From an optimization exercise on the open Yosys and OpenROAD flow, aimed at small area, a short achievable clock period and few clock cycles per item; shortcuts taken in it are not production practice.
Where RTL was checked, it was by simulation tests only, not by an equivalence proof against the original.
Power and IR drop assume default switching activity.

==> try-zinc: inputs <==
// planar_pose_dead_reckoning_top
module planar_pose_dead_reckoning_top (
    input  logic                    i_clk,
    input  logic                    i_rst_n,
    input  logic                    i_valid,
    output logic                    o_ready,
    input  logic signed [VEL_W-1:0] i_linear_velocity,
    input  logic signed [VEL_W-1:0] i_angular_velocity,
    input  logic [DT_W-1:0]         i_step_time,
    output logic                    o_valid,
    input  logic                    i_ready,
    output logic signed [POS_W-1:0] o_pos_x,
    output logic signed [POS_W-1:0] o_pos_y,
    output logic [HEAD_W-1:0]       o_heading,
    output logic signed [VEL_W-1:0] o_speed_echo,
    output logic signed [VEL_W-1:0] o_turn_rate_echo,
    output logic                    o_saturated
);
    localparam logic [4:0] LAST   = 5'd21;
    localparam logic [4:0] B_LAST = 5'd18;
    localparam logic [3:0] FLAGS0 = 4'b0100;
    logic                    a_valid;
    logic [4:0]              a_cnt;
    logic signed [VEL_W-1:0] r_v;
    logic signed [VEL_W-1:0] r_w;
    logic [DT_W-1:0]         r_dt;
    logic [2:0]              r_dig;
    logic                    r_h_first;
    logic                    r_h_p;
    logic                    r_h_t;
    logic [T_W-1:0]          r_p;
    logic [2:0]              r_kdig;
    logic                    r_k_en;
    logic [ACC_W-1:0]        r_hacc;
    logic [3:0]              r_hflags;
    logic                    b_valid;
    logic [4:0]              b_cnt;
    logic [T_W-1:0]          r_t;
    logic [TRIG_W:0]         r_cm;
    logic [TRIG_W:0]         r_sm;
    logic                    r_xneg;
    logic                    r_yneg;
    logic [ACC_W-1:0]        r_ax;
    logic [ACC_W-1:0]        r_ay;
    logic signed [VEL_W-1:0] r_ev;
    logic signed [VEL_W-1:0] r_ew;
    logic                    r_sat;
    logic signed [POS_W-1:0] r_pos_x;
    logic signed [POS_W-1:0] r_pos_y;
    logic [HEAD_W-1:0]       r_head;
    logic [3:0]              r_head_flags;
    logic                    r_oready;
    logic                    r_ovalid;
    logic                    w_xfer;
    logic                    n_a_valid;
  ...
Settings: LEC_CHECK=0, CAP_MARGIN=20, CORE_MARGIN=2, CORE_UTILIZATION=55, SETUP_SLACK_MARGIN=5, SLEW_MARGIN=20, TNS_END_PERCENT=100; clock period 12.5 ns.
run.sh (not shown) runs the stock make flow with config.mk's settings and CLKGATE_MAP_FILE= SYNTH_SCRIPT=/design/flow/synth_recipe.tcl, a recipe that flattens the netlist after the stock synthesis.
==> try-nickel: changes against try-zinc <==
==> flow/flow/run.sh (new file) <==
#!/bin/bash
# The standard layout, with the timing repair aiming 8.5 ns below the clock period
set -euo pipefail
bash standard.sh SETUP_SLACK_MARGIN=8.5 finish > make_finish.log 2>&1
==> flow/standard.sh (new file) <==
#!/bin/bash
# synth_recipe.tcl (not shown) runs the flow's synth.tcl, then flattens the netlist and writes it again
# the make line also repeats each setting of config.mk as NAME=value (left out here)
make -C /OpenROAD-flow-scripts/flow DESIGN_CONFIG=/design/flow/config.mk WORK_HOME=/design/flow/orfs CLKGATE_MAP_FILE= SYNTH_SCRIPT=/design/flow/synth_recipe.tcl "${@:-finish}"
SETUP_SLACK_MARGIN = default   (was 5)
removed: flow/run.sh
==> qor summary <==
| item | try-zinc | try-nickel |
|---|---|---|
| Number of antenna violations at the first check in global routing | 0 | 3 |
| Capture point of the worst path | u_cordic.r_x[31] | u_cordic.r_x[25] |
| Clock insertion delay at the later pin of the skew report | 650 ps | 680 ps |
| Origin of the worst min-delay path | r_head_flags[3] | r_pos_x[36] |
| Relative contribution of sequential cells to total power | 22.5% | 18.0% |
| Total global-route track usage | 32.4% | 35.1% |
| GP Congestion | 0.959 | 0.968 |
| Total power after layout | 14.7 mW | 18.2 mW |
| Non-Filler Instances | 8067 | 8570 |
| Seq pwr | 3.30 mW | 3.27 mW |
| Met1 track demand over resource in global routing | 43.3% | 46.8% |
| Fillers | 9174 | 8058 |
| Run status | finished clean | finished clean |
| Routed wl met2 | 82300 um | 90500 um |
| Standard cell area after detailed placement | 0.0596 mm2 | 0.0607 mm2 |
| WL/cell | 21.8 um | 22.9 um |
| PwrDens | 237 mW/mm2 | 254 mW/mm2 |
| Multi-input combinational area share | 62.5% | 60.2% |
| Slew at the pin closest to its max-slew limit | 1170 ps | 1210 ps |
| Fraction of power spent switching nets | 47.8% | 47.2% |
Function was not checked in any run of this note: the RTL went through the layout flow alone.

* * *

==> raven: inputs <==
Another version of the RTL of planar_pose_dead_reckoning_top (not shown whole).
clock: 12.5 ns
lec_check: 0
cap_margin: 20
core_margin: 2
core_utilization: 55
setup_slack_margin: 5
slew_margin: 20
tns_end_percent: 100
Stock flow here: none of the scripts above is used.
==> onyx (differences from raven) <==
--- a/flow/design.v
+++ b/flow/design.v
@@ -3,20 +3,19 @@
 package ppdr_pkg;
     localparam int VEL_W  = 16;
     localparam int DT_W   = 20;
     localparam int POS_W  = 48;
     localparam int HEAD_W = 32;
     localparam int CORD_W = 32;
     localparam int TRIG_W = 25;
-    localparam int T_W    = 36;
+    localparam int T_W    = 35;
     localparam int ACC_W  = 41;
     localparam logic [ACC_W-1:0] POS_HALF2 = ACC_W'(64'd31250 << 25);
     localparam logic [13:0]      DIV_D     = 14'd15625;
-    localparam logic [29:0]      ANG_SCALE4 = 30'd179192536;
-    localparam logic [ACC_W-1:0] ANG_HALF4  = ACC_W'(64'd1 << 29);
+    localparam logic [ACC_W-1:0] ANG_HALF = ACC_W'(64'd1 << 27);
 endpackage
 `default_nettype wire
 `timescale 1ns / 1ps
 `default_nettype none
 import ppdr_pkg::*;
 module ppdr_cordic (
     input  logic              i_clk,
@@ -120,20 +119,24 @@
             5'd16:      w_at = 32'd652;
             5'd17:      w_at = 32'd326;
             5'd18:      w_at = 32'd163;
             5'd19:      w_at = 32'd81;
             default: w_at = 32'd0;
         endcase
     end
-    assign w_xs = (r_x >>> 4) >>> r_j;
-    assign w_ys = (r_y >>> 4) >>> r_j;
-    logic w_dir;
+    logic                     w_dir;
+    logic signed [CORD_W-1:0] w_xi;
+    logic signed [CORD_W-1:0] w_yi;
     assign w_dir = !r_z[CORD_W-1];
-    ppdr_add32 u_addx (.i_a(r_x), .i_b(w_dir ? ~w_ys : w_ys), .i_c(w_dir), .o_s(w_xn));
-    ppdr_add32 u_addy (.i_a(r_y), .i_b(w_dir ? w_xs : ~w_xs), .i_c(!w_dir), .o_s(w_yn));
+    assign w_xi  = w_dir ? r_x : ~r_x;
+    assign w_yi  = w_dir ? ~r_y : r_y;
+    assign w_xs  = (w_xi >>> 4) >>> r_j;
+    assign w_ys  = (w_yi >>> 4) >>> r_j;
+    ppdr_add32 u_addx (.i_a(r_x), .i_b(w_ys), .i_c(w_dir), .o_s(w_xn));
+    ppdr_add32 u_addy (.i_a(r_y), .i_b(w_xs), .i_c(!w_dir), .o_s(w_yn));
     ppdr_add32 u_addz (.i_a(r_z), .i_b(w_dir ? ~w_at : w_at), .i_c(w_dir), .o_s(w_zn));
     always_ff @(posedge i_clk) begin
         if (i_load) begin
             r_x    <= w_x4;
             r_y    <= w_y4;
             r_z    <= w_z0 - w_zc;
             r_j    <= 5'd0;
@@ -269,15 +272,15 @@
     assign w_xfer    = r_oready && a_valid;
     assign n_a_valid = r_oready ? i_valid : a_valid;
     assign n_a_cnt   = r_oready ? 5'd0 : ((a_cnt == LAST) ? LAST : a_cnt + 5'd1);
     assign n_b_valid = w_xfer || (b_valid && !(r_ovalid && i_ready));
     assign n_b_cnt   = w_xfer ? 5'd0 : ((b_cnt == B_LAST) ? B_LAST : b_cnt + 5'd1);
     ppdr_cordic u_cordic (
         .i_clk     (i_clk),
-        .i_fangle  (w_head_new),
+        .i_fangle  (r_hacc[HEAD_W-1:0]),
         .o_flags   (w_flags),
         .i_load    (r_oready),
         .i_angle   (a_valid ? r_hacc[HEAD_W-1:0] : r_head),
         .i_flags   (a_valid ? r_hflags : r_head_flags),
         .i_step    (a_cnt != LAST),
         .o_cos_mag (w_cos_mag),
         .o_cos_neg (w_cos_neg),
@@ -309,29 +312,28 @@
         endcase
     end
     assign w_hb     = r_h_first ? '0 : ((r_h_t ? r_t : r_p) << 3);
     assign w_horner = w_hb + (T_W'(r_dt) * T_W'(r_dig));
     logic [2:0] n_kdig;
     always_comb begin
         case (n_a_cnt)
-            5'd9:      n_kdig = 3'd0;
-            5'd10:     n_kdig = 3'd3;
-            5'd11:     n_kdig = 3'd3;
-            5'd12:     n_kdig = 3'd1;
-            5'd13:     n_kdig = 3'd4;
-            5'd14:     n_kdig = 3'd4;
-            5'd15:     n_kdig = 3'd3;
+            5'd9:      n_kdig = 3'd6;
+            5'd10:     n_kdig = 3'd6;
+            5'd11:     n_kdig = 3'd2;
+            5'd12:     n_kdig = 3'd0;
+            5'd13:     n_kdig = 3'd1;
+            5'd14:     n_kdig = 3'd7;
+            5'd15:     n_kdig = 3'd2;
             5'd16:     n_kdig = 3'd5;
             5'd17:     n_kdig = 3'd2;
-            5'd18:     n_kdig = 3'd1;
             default: n_kdig = 3'd0;
         endcase
     end
-    assign w_head_new = r_w[VEL_W-1] ? (r_head - r_hacc[HEAD_W-1:0])
-                                     : (r_head + r_hacc[HEAD_W-1:0]);
+    assign w_head_new = r_w[VEL_W-1] ? (r_head - r_hacc[HEAD_W:1])
+                                     : (r_head + r_hacc[HEAD_W:1]);
     logic [ACC_W-1:0] w_xm_acc;
     logic [T_W-1:0]   w_xm_a;
     logic [2:0]       w_xm_d;
     logic [ACC_W-1:0] w_ax_mul;
     logic [ACC_W-1:0] w_ay_mul;
     logic [34:0]      w_ax_div;
     logic [34:0]      w_ay_div;
@@ -390,31 +392,33 @@
         end
     end
     always_ff @(posedge i_clk) begin
         r_dig     <= n_dig;
         r_h_first <= (n_a_cnt == 5'd1) || (n_a_cnt == 5'd9);
         r_h_p     <= (n_a_cnt >= 5'd1) && (n_a_cnt <= 5'd6);
         r_h_t     <= (n_a_cnt >= 5'd9) && (n_a_cnt <= 5'd14);
-        r_k_en    <= (n_a_cnt >= 5'd9) && (n_a_cnt <= 5'd18);
+        r_k_en    <= (n_a_cnt >= 5'd9) && (n_a_cnt <= 5'd17);
         r_kdig    <= n_kdig;
         if (r_oready) begin
             r_v    <= i_linear_velocity;
             r_w    <= i_angular_velocity;
             r_dt   <= i_step_time;
-            r_hacc <= ANG_HALF4;
+            r_hacc <= ANG_HALF;
         end else begin
             if (r_h_p) begin
                 r_p <= w_horner;
             end
             if (r_k_en) begin
                 r_hacc <= w_ax_mul;
             end
-            if (a_cnt == 5'd19) begin
+            if (a_cnt == 5'd18) begin
                 r_hacc[HEAD_W-1:0] <= w_head_new;
-                r_hflags           <= w_flags;
+            end
+            if (a_cnt == 5'd19) begin
+                r_hflags <= w_flags;
             end
         end
         if (r_h_t) begin
             r_t <= w_horner;
         end
         if (w_xfer) begin
             r_cm   <= {w_cos_mag, 1'b0};
==> flow/flow/run.sh (new file) <==
#!/bin/bash
# The standard layout (standard.sh, unchanged synthesis and steps), with
# the timing repair aiming 8 ns below the clock period instead of at it; the
# clock period and constraints are the design's. make's full output goes to
# make_finish.log here, and each ORFS step's log to orfs/logs/.
set -euo pipefail
bash standard.sh SETUP_SLACK_MARGIN=8 finish > make_finish.log 2>&1
==> flow/standard.sh (new file) <==
#!/bin/bash
# synth_recipe.tcl (not shown) runs the flow's synth.tcl, then flattens the netlist and writes it again
# the make line also repeats each setting of config.mk as NAME=value (left out here)
make -C /OpenROAD-flow-scripts/flow DESIGN_CONFIG=/design/flow/config.mk WORK_HOME=/design/flow/orfs CLKGATE_MAP_FILE= SYNTH_SCRIPT=/design/flow/synth_recipe.tcl "${@:-finish}"
Settings changed: CORE_UTILIZATION 55 to 65, SETUP_SLACK_MARGIN 5 to not set, TNS_END_PERCENT 100 to 5.
removed: flow/run.sh
==> amber (differences from raven) <==
--- a/flow/design.v
+++ b/flow/design.v
@@ -3,20 +3,19 @@
 package ppdr_pkg;
     localparam int VEL_W  = 16;
     localparam int DT_W   = 20;
     localparam int POS_W  = 48;
     localparam int HEAD_W = 32;
     localparam int CORD_W = 32;
     localparam int TRIG_W = 25;
-    localparam int T_W    = 36;
+    localparam int T_W    = 35;
     localparam int ACC_W  = 41;
     localparam logic [ACC_W-1:0] POS_HALF2 = ACC_W'(64'd31250 << 25);
     localparam logic [13:0]      DIV_D     = 14'd15625;
-    localparam logic [29:0]      ANG_SCALE4 = 30'd179192536;
-    localparam logic [ACC_W-1:0] ANG_HALF4  = ACC_W'(64'd1 << 29);
+    localparam logic [ACC_W-1:0] ANG_HALF = ACC_W'(64'd1 << 27);
 endpackage
 `default_nettype wire
 `timescale 1ns / 1ps
 `default_nettype none
 import ppdr_pkg::*;
 module ppdr_cordic (
     input  logic              i_clk,
@@ -120,20 +119,24 @@
             5'd16:      w_at = 32'd652;
             5'd17:      w_at = 32'd326;
             5'd18:      w_at = 32'd163;
             5'd19:      w_at = 32'd81;
             default: w_at = 32'd0;
         endcase
     end
-    assign w_xs = (r_x >>> 4) >>> r_j;
-    assign w_ys = (r_y >>> 4) >>> r_j;
-    logic w_dir;
+    logic                     w_dir;
+    logic signed [CORD_W-1:0] w_xi;
+    logic signed [CORD_W-1:0] w_yi;
     assign w_dir = !r_z[CORD_W-1];
-    ppdr_add32 u_addx (.i_a(r_x), .i_b(w_dir ? ~w_ys : w_ys), .i_c(w_dir), .o_s(w_xn));
-    ppdr_add32 u_addy (.i_a(r_y), .i_b(w_dir ? w_xs : ~w_xs), .i_c(!w_dir), .o_s(w_yn));
+    assign w_xi  = w_dir ? r_x : ~r_x;
+    assign w_yi  = w_dir ? ~r_y : r_y;
+    assign w_xs  = (w_xi >>> 4) >>> r_j;
+    assign w_ys  = (w_yi >>> 4) >>> r_j;
+    ppdr_add32 u_addx (.i_a(r_x), .i_b(w_ys), .i_c(w_dir), .o_s(w_xn));
+    ppdr_add32 u_addy (.i_a(r_y), .i_b(w_xs), .i_c(!w_dir), .o_s(w_yn));
     ppdr_add32 u_addz (.i_a(r_z), .i_b(w_dir ? ~w_at : w_at), .i_c(w_dir), .o_s(w_zn));
     always_ff @(posedge i_clk) begin
         if (i_load) begin
             r_x    <= w_x4;
             r_y    <= w_y4;
             r_z    <= w_z0 - w_zc;
             r_j    <= 5'd0;
@@ -269,15 +272,15 @@
     assign w_xfer    = r_oready && a_valid;
     assign n_a_valid = r_oready ? i_valid : a_valid;
     assign n_a_cnt   = r_oready ? 5'd0 : ((a_cnt == LAST) ? LAST : a_cnt + 5'd1);
     assign n_b_valid = w_xfer || (b_valid && !(r_ovalid && i_ready));
     assign n_b_cnt   = w_xfer ? 5'd0 : ((b_cnt == B_LAST) ? B_LAST : b_cnt + 5'd1);
     ppdr_cordic u_cordic (
         .i_clk     (i_clk),
-        .i_fangle  (w_head_new),
+        .i_fangle  (r_hacc[HEAD_W-1:0]),
         .o_flags   (w_flags),
         .i_load    (r_oready),
         .i_angle   (a_valid ? r_hacc[HEAD_W-1:0] : r_head),
         .i_flags   (a_valid ? r_hflags : r_head_flags),
         .i_step    (a_cnt != LAST),
         .o_cos_mag (w_cos_mag),
         .o_cos_neg (w_cos_neg),
@@ -309,29 +312,28 @@
         endcase
     end
     assign w_hb     = r_h_first ? '0 : ((r_h_t ? r_t : r_p) << 3);
     assign w_horner = w_hb + (T_W'(r_dt) * T_W'(r_dig));
     logic [2:0] n_kdig;
     always_comb begin
         case (n_a_cnt)
-            5'd9:      n_kdig = 3'd0;
-            5'd10:     n_kdig = 3'd3;
-            5'd11:     n_kdig = 3'd3;
-            5'd12:     n_kdig = 3'd1;
-            5'd13:     n_kdig = 3'd4;
-            5'd14:     n_kdig = 3'd4;
-            5'd15:     n_kdig = 3'd3;
+            5'd9:      n_kdig = 3'd6;
+            5'd10:     n_kdig = 3'd6;
+            5'd11:     n_kdig = 3'd2;
+            5'd12:     n_kdig = 3'd0;
+            5'd13:     n_kdig = 3'd1;
+            5'd14:     n_kdig = 3'd7;
+            5'd15:     n_kdig = 3'd2;
             5'd16:     n_kdig = 3'd5;
             5'd17:     n_kdig = 3'd2;
-            5'd18:     n_kdig = 3'd1;
             default: n_kdig = 3'd0;
         endcase
     end
-    assign w_head_new = r_w[VEL_W-1] ? (r_head - r_hacc[HEAD_W-1:0])
-                                     : (r_head + r_hacc[HEAD_W-1:0]);
+    assign w_head_new = r_w[VEL_W-1] ? (r_head - r_hacc[HEAD_W:1])
+                                     : (r_head + r_hacc[HEAD_W:1]);
     logic [ACC_W-1:0] w_xm_acc;
     logic [T_W-1:0]   w_xm_a;
     logic [2:0]       w_xm_d;
     logic [ACC_W-1:0] w_ax_mul;
     logic [ACC_W-1:0] w_ay_mul;
     logic [34:0]      w_ax_div;
     logic [34:0]      w_ay_div;
@@ -390,31 +392,33 @@
         end
     end
     always_ff @(posedge i_clk) begin
         r_dig     <= n_dig;
         r_h_first <= (n_a_cnt == 5'd1) || (n_a_cnt == 5'd9);
         r_h_p     <= (n_a_cnt >= 5'd1) && (n_a_cnt <= 5'd6);
         r_h_t     <= (n_a_cnt >= 5'd9) && (n_a_cnt <= 5'd14);
-        r_k_en    <= (n_a_cnt >= 5'd9) && (n_a_cnt <= 5'd18);
+        r_k_en    <= (n_a_cnt >= 5'd9) && (n_a_cnt <= 5'd17);
         r_kdig    <= n_kdig;
         if (r_oready) begin
             r_v    <= i_linear_velocity;
             r_w    <= i_angular_velocity;
             r_dt   <= i_step_time;
-            r_hacc <= ANG_HALF4;
+            r_hacc <= ANG_HALF;
         end else begin
             if (r_h_p) begin
                 r_p <= w_horner;
             end
             if (r_k_en) begin
                 r_hacc <= w_ax_mul;
             end
-            if (a_cnt == 5'd19) begin
+            if (a_cnt == 5'd18) begin
                 r_hacc[HEAD_W-1:0] <= w_head_new;
-                r_hflags           <= w_flags;
+            end
+            if (a_cnt == 5'd19) begin
+                r_hflags <= w_flags;
             end
         end
         if (r_h_t) begin
             r_t <= w_horner;
         end
         if (w_xfer) begin
             r_cm   <= {w_cos_mag, 1'b0};
==> flow/flow/run.sh (new file) <==
#!/bin/bash
# The standard layout (standard.sh, unchanged synthesis and steps), with
# the timing repair aiming 7 ns below the clock period instead of at it; the
# clock period and constraints are the design's. make's full output goes to
# make_finish.log here, and each ORFS step's log to orfs/logs/.
set -euo pipefail
bash standard.sh SETUP_SLACK_MARGIN=7 finish > make_finish.log 2>&1
==> flow/standard.sh (new file) <==
#!/bin/bash
# synth_recipe.tcl (not shown) runs the flow's synth.tcl, then flattens the netlist and writes it again
# the make line also repeats each setting of config.mk as NAME=value (left out here)
make -C /OpenROAD-flow-scripts/flow DESIGN_CONFIG=/design/flow/config.mk WORK_HOME=/design/flow/orfs CLKGATE_MAP_FILE= SYNTH_SCRIPT=/design/flow/synth_recipe.tcl "${@:-finish}"
Settings changed: CORE_UTILIZATION 55 to 65, SETUP_SLACK_MARGIN 5 to not set, TNS_END_PERCENT 100 to 5.
removed: flow/run.sh
==> comparison table <==
|  | amber | onyx | raven |
|---|---|---|---|
| Clk cell area share | 3.834% | 3.767% | 4.030% |
| Pre-antenna DRT Iters | 8 | 9 | 6 |
| Combined area of all synthesized cells | 55,010 µm² | 55,010 µm² | 55,940 µm² |
| Width of the chip | 294.9 µm | 294.9 µm | 322.9 µm |
| Share of cell area taken by muxes after synthesis | 7.770% | 7.770% | 7.562% |
| Antenna violations before repair | 13 | 12 | 7 |
| Crit path buf inv count | 1 | 5 | 1 |
| Actual transition at the worst max-transition pin | 1.175 ns | 1.176 ns | 1.061 ns |
| Fraction of the mapped netlist area in compound gates | 19.80% | 19.80% | 20.27% |
| Status | finished clean | finished clean | finished clean |
| Power consumed by sequential cells | 0.00327 W | 0.00332 W | 0.00330 W |
| Post-layout minimum cycle time | 5.607 ns | 5.640 ns | 7.175 ns |
| P per Cell Area | 261.8 nW/µm² | 262.5 nW/µm² | 279.6 nW/µm² |
| Net Switching | 0.008063 W | 0.008185 W | 0.008622 W |
| Post-route total power | 0.01652 W | 0.01675 W | 0.01725 W |
| Delay of the slowest critical-path stage | 0.52 ns | 0.44 ns | 0.68 ns |
| Final non-filler cell total | 7,918 | 7,963 | 8,147 |
| FFs & Latches | 614 | 614 | 616 |
| Total placed instance area | 57,810 µm² | 57,790 µm² | 58,990 µm² |
| Clock network fraction of total power | 13.3% | 13.0% | 13.0% |
| Metal1 wirelength | 72,510 µm | 72,060 µm | 80,390 µm |
| Leakage power total | 25.82 nW | 26.16 nW | 25.18 nW |
Testbench counts of raven, summed over its fixed seeds: cycles 50,560, items 2,400.
Testbench counts of onyx, summed over its fixed seeds: cycles 50,560, items 2,400.
Testbench counts of amber, summed over its fixed seeds: cycles 50,560, items 2,400.

[afterwards: timing with drivers on the ports]
The flow's constraints put no driver on any port. The routed layouts listed below were extracted and timed again, unchanged, in two steps. Step 1: set_driving_cell puts a clkbuf_16 on i_clk and a buf_2 on each other input, an assumption about the parent block. Step 2 also shifts input and output timing later by t, the mid clock arrival at the registers, as if the neighbouring blocks saw the same clock. a / b / c = ideal / step 1 / step 2; a / b = the first two.
run | shift t [ns] | setup slack, ns | worst data-port slew with drivers (ns)
try-zinc | 0.712 | 5.438 / 5.438 / 5.438 | 0.10
try-nickel | 0.734 | 6.341 / 6.341 / 6.341 | 0.10
raven | 0.740 | 5.325 / 5.325 / 5.325 | 0.08
onyx | 0.726 | 6.860 / 6.860 / 6.860 | 0.16
amber | 0.718 | 6.893 / 6.893 / 6.893 | 0.20
After both steps setup and hold are still met in every run listed.
